From an optimization exercise on the open Yosys and OpenROAD flow, aimed at small area, a short achievable clock period and few clock cycles; shortcuts taken in it are not production practice. The RTL was checked by simulation tests, not by an equivalence proof against the original design. With no activity given, the tool overestimates toggling in this design, so its power and IR-drop figures are unreliable.

==> 11-19: inputs <==
## matrix_multiply_accumulate_top
module matrix_multiply_accumulate_top (
	input  logic               clk,
	input  logic               arst_n,
	input  logic               cfg_wr_en,
	input  logic [MSIZE_W-1:0] cfg_wr_data,
	input  logic               req_valid,
	output logic               req_ready,
	input  logic [REQ_W-1:0]   req_type,
	input  logic [IDX_W-1:0]   req_index,
	input  logic [DATA_W-1:0]  req_a_value,
	input  logic [DATA_W-1:0]  req_b_value,
	output logic               rsp_valid,
	input  logic               rsp_ready,
	output logic [DATA_W-1:0]  rsp_c_value
);
Settings: LEC_CHECK=0, CAP_MARGIN=20, CORE_MARGIN=2, CORE_UTILIZATION=55, CTS_BUF_LIST=sky130_fd_sc_hd__clkbuf_16, CTS_CLUSTER_DIAMETER=70, CTS_CLUSTER_SIZE=25, SETUP_SLACK_MARGIN=4.6, SLEW_MARGIN=20; clock period 8.0 ns.
run.sh (not shown) runs the stock make flow with config.mk's settings and CLKGATE_MAP_FILE= SYNTH_SCRIPT=/design/flow/synth_recipe.tcl, a recipe that flattens the netlist after the stock synthesis.
==> 11-21 (differences from 11-19) <==
--- a/flow/design.v
+++ b/flow/design.v
@@ -14,11 +14,10 @@
 		logic [REQ_W-1:0]  kind;
 		logic [IDX_W-1:0]  idx;
 		logic [DATA_W-1:0] a;
 		logic [DATA_W-1:0] b;
 		logic [3:0]        n;
-		logic              inr;
 	} mma_item_t;
 endpackage
 module mma_ram #(
 	parameter int WIDTH = 32,
 	parameter int DEPTH = 64,
@@ -2293,12 +2292,11 @@
 	mma_pkg::mma_item_t q0, q1, in_item, q0_d;
 	logic               q0_v, q1_v;
 	logic               q1_free_q;        
 	logic               take;
 	logic               pop;
-	assign in_item   = {req_type, req_index, req_a_value, req_b_value, n_use,
-	                    {1'b0, req_index} < sq(n_use)};
+	assign in_item   = {req_type, req_index, req_a_value, req_b_value, n_use};
 	assign req_ready = q1_free_q;
 	assign take      = req_valid && q1_free_q;
 	logic        issue_q;           
 	logic        busy_q;            
 	logic [3:0]  nacc_q;
@@ -2307,51 +2305,43 @@
 	logic [2:0]  k_q;
 	logic [5:0]  base_q;
 	logic [6:0]  wb_done_q;
 	logic              f0_v, f1_v;
 	logic [DATA_W-1:0] f0_d, f1_d;
+	logic              rsp_pop;
 	logic       h_in_range;
 	logic       can;
 	logic       h_load, h_acc, h_read, h_clear;
 	logic [DATA_W-1:0] c_rd;
 	logic [63:0]       cval_q;
 	logic [DATA_W-1:0] read_val;
 	logic              rd_byp;
 	logic              rd_port;
-	logic              eq_q, ge_q, lt_q;      
-	logic              eq1_q;
-	logic              rd_byp1;
-	logic              wb_cap;
-	logic [DATA_W-1:0] wb1_sum;
-	logic              rsp_mv;
 	logic [3:0]        wb_cnt_q, wb_cnt_d;
 	logic [5:0]        wb_ptr_q, wb_ptr_d;
-	logic [5:0]        c_raddr_q [4];
+	logic [5:0]        c_raddr_q;
 	logic              wb2_v_q;
 	logic [5:0]        wb2_addr_q;
-	logic              wb1_v_q;
-	logic [5:0]        wb1_addr_q;
 	logic [DATA_W-1:0] wb2_sum_q;
-	assign h_in_range = q0.inr;
+	assign h_in_range = {1'b0, q0.idx} < sq(q0.n);
 	always_comb begin
 		unique case (q0.kind)
 			REQ_LOAD:  can = !issue_q;
 			REQ_ACC:   can = !busy_q;
-			REQ_READ:  can = (!f1_v || rsp_mv) && (rd_byp || rd_port);
+			REQ_READ:  can = !f1_v && (rd_byp || rd_port);
 			default:   can = !busy_q;
 		endcase
 	end
 	assign pop     = q0_v && can;
 	assign h_load  = pop && (q0.kind == REQ_LOAD);
 	assign h_acc   = pop && (q0.kind == REQ_ACC);
 	assign h_read  = pop && (q0.kind == REQ_READ);
 	assign h_clear = pop && (q0.kind == REQ_CLEAR);
-	assign rd_byp1  = wb1_v_q && eq1_q;
-	assign rd_byp   = rd_byp1 || (wb2_v_q && eq_q);
-	assign rd_port  = !wb_cap && (!busy_q || ge_q || lt_q);
+	assign rd_byp   = wb2_v_q && (wb2_addr_q == q0.idx);
+	assign rd_port  = (wb_cnt_q == '0) && (!busy_q || ({1'b0, q0.idx} >= nsq_acc_q)
+	                                       || ({1'b0, q0.idx} < wb_done_q));
 	assign read_val = !h_in_range ? '0 :
-	                  rd_byp1     ? wb1_sum :
 	                  rd_byp      ? wb2_sum_q :
 	                  cval_q[q0.idx] ? c_rd : '0;
 	always_ff @(posedge clk or negedge arst_n) begin
 		if (!arst_n) begin
 			msize_q <= MSIZE_RESET;
@@ -2387,35 +2377,14 @@
 			q0_d = in_item;
 		end else begin
 			q0_d = q0;
 		end
 	end
-	logic [5:0] idx_pop, idx_hold;
-	logic [6:0] done_nx;
-	logic       is_acc;
-	assign idx_pop  = q1_v ? q1.idx : in_item.idx;
-	assign idx_hold = q0_v ? q0.idx : in_item.idx;
-	assign is_acc   = q0.kind == REQ_ACC;
-	assign done_nx  = wb_done_q + {6'd0, wb2_v_q};
-	always_ff @(posedge clk) begin
-		if (pop) begin
-			eq1_q <= wb_ptr_q == idx_pop;
-			eq_q <= wb1_addr_q == idx_pop;
-			ge_q <= {1'b0, idx_pop} >= (is_acc ? sq(q0.n) : nsq_acc_q);
-			lt_q <= !is_acc && ({1'b0, idx_pop} < done_nx);
-		end else begin
-			eq1_q <= wb_ptr_q == idx_hold;
-			eq_q <= wb1_addr_q == idx_hold;
-			ge_q <= {1'b0, idx_hold} >= nsq_acc_q;
-			lt_q <= {1'b0, idx_hold} < done_nx;
-		end
-	end
 	logic [DATA_W-1:0] a_rd;
 	logic [DATA_W-1:0] b_bank [NL];
-	logic [2:0]        brow_q [NL][2];
-	logic [2:0]        brot_q [NL];
-	logic [5:0]        a_raddr_q [4];
+	logic [2:0]        brow_q [NL];
+	logic [2:0]        brot_q;
 	logic              ab_we;
 	logic              wr_v_q;
 	logic [5:0]        wr_idx_q;
 	logic [DATA_W-1:0] wr_a_q, wr_b_q;
 	assign ab_we = h_load && h_in_range;
@@ -2429,32 +2398,28 @@
 	always_ff @(posedge clk) begin
 		wr_idx_q <= q0.idx;
 		wr_a_q   <= q0.a;
 		wr_b_q   <= q0.b;
 	end
-	for (genvar s = 0; s < 4; s++) begin : g_aslice
-		mma_ram #(.WIDTH(8), .DEPTH(64), .NRD(1)) u_ram_a (
+	mma_ram #(.WIDTH(DATA_W), .DEPTH(64), .NRD(1)) u_ram_a (
+		.clk   (clk),
+		.we    (wr_v_q),
+		.waddr (wr_idx_q),
+		.wdata (wr_a_q),
+		.raddr (a_addr_q),
+		.rdata (a_rd)
+	);
+	for (genvar j = 0; j < NL; j++) begin : g_bbank
+		mma_ram #(.WIDTH(DATA_W), .DEPTH(8), .NRD(1)) u_ram_b (
 			.clk   (clk),
-			.we    (wr_v_q),
-			.waddr (wr_idx_q),
-			.wdata (wr_a_q[8*s +: 8]),
-			.raddr (a_raddr_q[s]),
-			.rdata (a_rd[8*s +: 8])
+			.we    (wr_v_q && (wr_idx_q[2:0] == j[2:0])),
+			.waddr (wr_idx_q[5:3]),
+			.wdata (wr_b_q),
+			.raddr (brow_q[j]),
+			.rdata (b_bank[j])
 		);
 	end
-	for (genvar j = 0; j < NL; j++) begin : g_bbank
-		for (genvar h = 0; h < 2; h++) begin : g_half
-			mma_ram #(.WIDTH(16), .DEPTH(8), .NRD(1)) u_ram_b (
-				.clk   (clk),
-				.we    (wr_v_q && (wr_idx_q[2:0] == j[2:0])),
-				.waddr (wr_idx_q[5:3]),
-				.wdata (wr_b_q[16*h +: 16]),
-				.raddr (brow_q[j][h]),
-				.rdata (b_bank[j][16*h +: 16])
-			);
-		end
-	end
 	logic [5:0] base_nxt;
 	logic       k_last;
 	assign k_last = ({1'b0, k_q} == nacc_q - 4'd1);
 	always_comb begin
 		if (h_acc || k_last) begin
@@ -2478,50 +2443,40 @@
 		if (h_acc) begin
 			nacc_q    <= q0.n;
 			nsq_acc_q <= sq(q0.n);
 			a_addr_q  <= '0;
 			k_q       <= '0;
-			for (int s = 0; s < 4; s++) begin
-				a_raddr_q[s] <= '0;
-			end
 		end else if (issue_q) begin
 			a_addr_q <= a_addr_q + 6'd1;
 			k_q      <= k_last ? 3'd0 : k_q + 3'd1;
-			for (int s = 0; s < 4; s++) begin
-				a_raddr_q[s] <= a_raddr_q[s] + 6'd1;
-			end
 		end
 		if (h_acc || issue_q) begin
 			base_q <= base_nxt;
-			for (int c = 0; c < NL; c++) begin
-				brot_q[c] <= base_nxt[2:0];
-			end
+			brot_q <= base_nxt[2:0];
 			for (int j = 0; j < NL; j++) begin
-				for (int h = 0; h < 2; h++) begin
-					brow_q[j][h] <= base_nxt[5:3] + ((j[2:0] < base_nxt[2:0]) ? 3'd1 : 3'd0);
-				end
+				brow_q[j] <= base_nxt[5:3] + ((j[2:0] < base_nxt[2:0]) ? 3'd1 : 3'd0);
 			end
 		end
 	end
 	logic [DATA_W-1:0] rot1 [NL];
 	logic [DATA_W-1:0] rot2 [NL];
 	logic [DATA_W-1:0] rot4 [NL];
 	logic [15:0]       one_d, two_d, neg_d;
-	logic [15:0]       one1_q [NL/2];      
-	logic [15:0]       two1_q [NL/2];      
+	logic [15:0]       one1_q [NL/2];
+	logic [15:0]       two1_q [NL/2];
 	logic [15:0]       neg1_q [NL/2];
 	logic [DATA_W-1:0] b1_q [NL];
 	logic              v1_q, first1_q, last1_q;
 	always_comb begin
 		for (int c = 0; c < NL; c++) begin
-			rot1[c] = brot_q[c][0] ? b_bank[(c + 1) % NL] : b_bank[c];
+			rot1[c] = brot_q[0] ? b_bank[(c + 1) % NL] : b_bank[c];
 		end
 		for (int c = 0; c < NL; c++) begin
-			rot2[c] = brot_q[c][1] ? rot1[(c + 2) % NL] : rot1[c];
+			rot2[c] = brot_q[1] ? rot1[(c + 2) % NL] : rot1[c];
 		end
 		for (int c = 0; c < NL; c++) begin
-			rot4[c] = brot_q[c][2] ? rot2[(c + 4) % NL] : rot2[c];
+			rot4[c] = brot_q[2] ? rot2[(c + 4) % NL] : rot2[c];
 		end
 	end
 	always_comb begin
 		for (int j = 0; j < 16; j++) begin
 			logic am1, a0, a1;
@@ -2533,15 +2488,13 @@
 			neg_d[j] = a1;
 		end
 	end
 	always_ff @(posedge clk) begin
 		for (int p = 0; p < NL / 2; p++) begin
-			if (issue_q && ((2 * p) < nacc_q)) begin
-				one1_q[p] <= one_d;
-				two1_q[p] <= two_d;
-				neg1_q[p] <= neg_d;
-			end
+			one1_q[p] <= one_d;
+			two1_q[p] <= two_d;
+			neg1_q[p] <= neg_d;
 		end
 		first1_q <= (k_q == 3'd0);
 		last1_q  <= k_last;
 		for (int c = 0; c < NL; c++) begin
 			b1_q[c] <= rot4[c];
@@ -2566,26 +2519,26 @@
 		first2_q <= first1_q;
 		last2_q  <= last1_q;
 	end
 	logic [DATA_W-1:0] w_s_q [NL];
 	logic [DATA_W-1:0] w_c_q [NL];
+	logic              wb1_v_q;
+	logic [5:0]        wb1_addr_q;
 	logic [DATA_W-1:0] wb1_s_q, wb1_c_q, wb1_old_q;
 	logic              wb_load;
-	assign wb1_sum = wb1_old_q + wb1_s_q + wb1_c_q;
 	assign wb_load = v2_q && last2_q;
-	assign wb_cap  = wb_load || (wb_cnt_q != '0);
 	always_comb begin
 		if (wb_load) begin
-			wb_cnt_d = nacc_q - 4'd1;
+			wb_cnt_d = nacc_q;
 		end else if (wb_cnt_q != '0) begin
 			wb_cnt_d = wb_cnt_q - 4'd1;
 		end else begin
 			wb_cnt_d = wb_cnt_q;
 		end
 		if (h_acc) begin
 			wb_ptr_d = '0;
-		end else if (wb_cap) begin
+		end else if (wb_cnt_q != '0) begin
 			wb_ptr_d = wb_ptr_q + 6'd1;
 		end else begin
 			wb_ptr_d = wb_ptr_q;
 		end
 	end
@@ -2599,11 +2552,11 @@
 			busy_q   <= 1'b0;
 			cval_q   <= '0;
 		end else begin
 			v1_q    <= issue_q;
 			v2_q    <= v1_q;
-			wb1_v_q <= wb_cap;
+			wb1_v_q <= wb_cnt_q != '0;
 			wb2_v_q <= wb1_v_q;
 			wb_cnt_q <= wb_cnt_d;
 			if (h_acc) begin
 				busy_q <= 1'b1;
 			end else if (wb2_v_q && (wb_done_q == nsq_acc_q - 7'd1)) begin
@@ -2616,63 +2569,61 @@
 			end
 		end
 	end
 	always_ff @(posedge clk) begin
 		for (int c = 0; c < NL; c++) begin
-			w_s_q[c] <= (c + 1 < NL) ? (wb_load ? acc_s[(c + 1) % NL] : w_s_q[(c + 1) % NL]) : '0;
-			w_c_q[c] <= (c + 1 < NL) ? (wb_load ? acc_c[(c + 1) % NL] : w_c_q[(c + 1) % NL]) : '0;
+			w_s_q[c] <= wb_load ? acc_s[c] : ((c + 1 < NL) ? w_s_q[(c + 1) % NL] : '0);
+			w_c_q[c] <= wb_load ? acc_c[c] : ((c + 1 < NL) ? w_c_q[(c + 1) % NL] : '0);
 		end
 		wb_ptr_q  <= wb_ptr_d;
-		for (int s = 0; s < 4; s++) begin
-			c_raddr_q[s] <= ((v1_q && last1_q) || (wb_cnt_d != '0)) ? wb_ptr_d : q0_d.idx;
-		end
+		c_raddr_q <= (wb_cnt_d != '0) ? wb_ptr_d : q0_d.idx;
 		if (h_acc) begin
 			wb_done_q <= '0;
 		end else begin
 			if (wb2_v_q) begin
 				wb_done_q <= wb_done_q + 7'd1;
 			end
 		end
 		wb1_addr_q <= wb_ptr_q;
-		wb1_s_q    <= wb_load ? acc_s[0] : w_s_q[0];
-		wb1_c_q    <= wb_load ? acc_c[0] : w_c_q[0];
+		wb1_s_q    <= w_s_q[0];
+		wb1_c_q    <= w_c_q[0];
 		wb1_old_q  <= cval_q[wb_ptr_q] ? c_rd : '0;
 		wb2_addr_q <= wb1_addr_q;
-		wb2_sum_q  <= wb1_sum;
+		wb2_sum_q  <= wb1_old_q + wb1_s_q + wb1_c_q;
 	end
-	for (genvar s = 0; s < 4; s++) begin : g_cslice
-		mma_ram #(.WIDTH(8), .DEPTH(64), .NRD(1)) u_ram_c (
-			.clk   (clk),
-			.we    (wb2_v_q),
-			.waddr (wb2_addr_q),
-			.wdata (wb2_sum_q[8*s +: 8]),
-			.raddr (c_raddr_q[s]),
-			.rdata (c_rd[8*s +: 8])
-		);
-	end
-	assign rsp_mv = !f0_v || rsp_ready;
+	mma_ram #(.WIDTH(DATA_W), .DEPTH(64), .NRD(1)) u_ram_c (
+		.clk   (clk),
+		.we    (wb2_v_q),
+		.waddr (wb2_addr_q),
+		.wdata (wb2_sum_q),
+		.raddr (c_raddr_q),
+		.rdata (c_rd)
+	);
+	assign rsp_pop = f0_v && rsp_ready;
 	always_ff @(posedge clk or negedge arst_n) begin
 		if (!arst_n) begin
 			f0_v <= 1'b0;
 			f1_v <= 1'b0;
 		end else begin
-			if (rsp_mv) begin
-				f0_v <= f1_v;
-			end
-			if (h_read) begin
-				f1_v <= 1'b1;
-			end else if (rsp_mv) begin
+			if (rsp_pop) begin
+				f0_v <= f1_v || h_read;
 				f1_v <= 1'b0;
+			end else if (!f0_v) begin
+				f0_v <= h_read;
+			end else if (!f1_v) begin
+				f1_v <= h_read;
 			end
 		end
 	end
 	always_ff @(posedge clk) begin
-		if (!f1_v || rsp_mv) begin
+		if (!f1_v) begin
 			f1_d <= read_val;
 		end
-		if (rsp_mv) begin
-			f0_d <= f1_d;
+		if (rsp_pop) begin
+			f0_d <= f1_v ? f1_d : read_val;
+		end else if (!f0_v) begin
+			f0_d <= read_val;
 		end
 	end
 	assign rsp_valid   = f0_v;
 	assign rsp_c_value = f0_d;
 endmodule
CTS_CLUSTER_DIAMETER = 80   (was 70)
CTS_CLUSTER_SIZE = 30   (was 25)
==> run summary <==
Status
The flow ran to the end and the layout has no timing, DRC or antenna violations.

Finish
The number of non-clock inverters is 1965. The post-layout instance area is 453000 um2. The fraction of cell area in non-clock buffers is 3.69%. The sequential cell area is 244000 um2.

Clock network
Clock tree synthesis inserted a total of 467 buffers. The number of clock sinks is 8998.

Detailed routing
The via total after detailed routing is 237620. The routed design has 1330000 um of wire. The via-per-instance ratio is 6.54.

Synthesis
The synthesis warning total is 27.

STA
The pin slew with the least headroom to its limit is 1.28 ns. For this run, the top clock speed supported by timing is 0.279 GHz.

Floorplanning
The die area is 753000 um2.
the above is filed under 11-21

==> run summary <==
Detailed routing
Summed over all layers, the routed wires come to 1350000 um. The via-per-instance ratio is 6.58.

STA
The maximum clock rate is 0.273 GHz.

Worst setup path
For this design, the slowest cell found on the critical path is sky130_fd_sc_hd__edfxtp_1.

Clock network
In this run, CTS created clock tree buffers numbering 546. The clock net in this run drives a total of 9141 sinks.

Finish
The fraction of cell area in non-clock buffers is 3.18%. The area fraction of clock buffers and clock inverters is 4.02%. The layout has 1952 inverters outside the clock class.

Synthesis
The Yosys step of the flow raised 33 warnings.

Status
The run finished with no timing, DRC or antenna violations.

Floorplanning
The flow inserted 9951 tap cells. The die area is 764000 um2.

Power
the above is filed under 11-19

Testbench counts of 11-19, summed over its fixed seeds: cycles 16,195.
Testbench counts of 11-21, summed over its fixed seeds: cycles 16,453.

## separate check: timing with driven ports
How much do the figures lean on ideal ports? The routed layouts below were timed once more, with nothing changed but the port constraints. Step 1 assumes that a clkbuf_16 drives the clock port and a buf_2 every other input. Step 2 also shifts input and output timing later by t, the mid clock arrival at the registers, as if the neighbouring blocks saw the same clock. Three values: ideal, step 1, step 2; two values: the first two.
| run | t, ns | slack for setup (ns) | hold slack, ns | worst register clock-pin slew, ns |
|---|---|---|---|---|
| 11-19 | 1.275 | 4.340 / 4.193 / 3.531 | 0.336 / 0.247 / 0.336 | 0.11 / 0.11 |
| 11-21 | 1.291 | 4.419 / 4.262 / 3.865 | 0.327 / 0.327 / 0.327 | 0.12 / 0.12 |
After both steps setup and hold are still met in every run listed. The setup slack of 11-19, which loses most, moves by -0.147 ns with the drivers and by -0.809 ns with both steps.
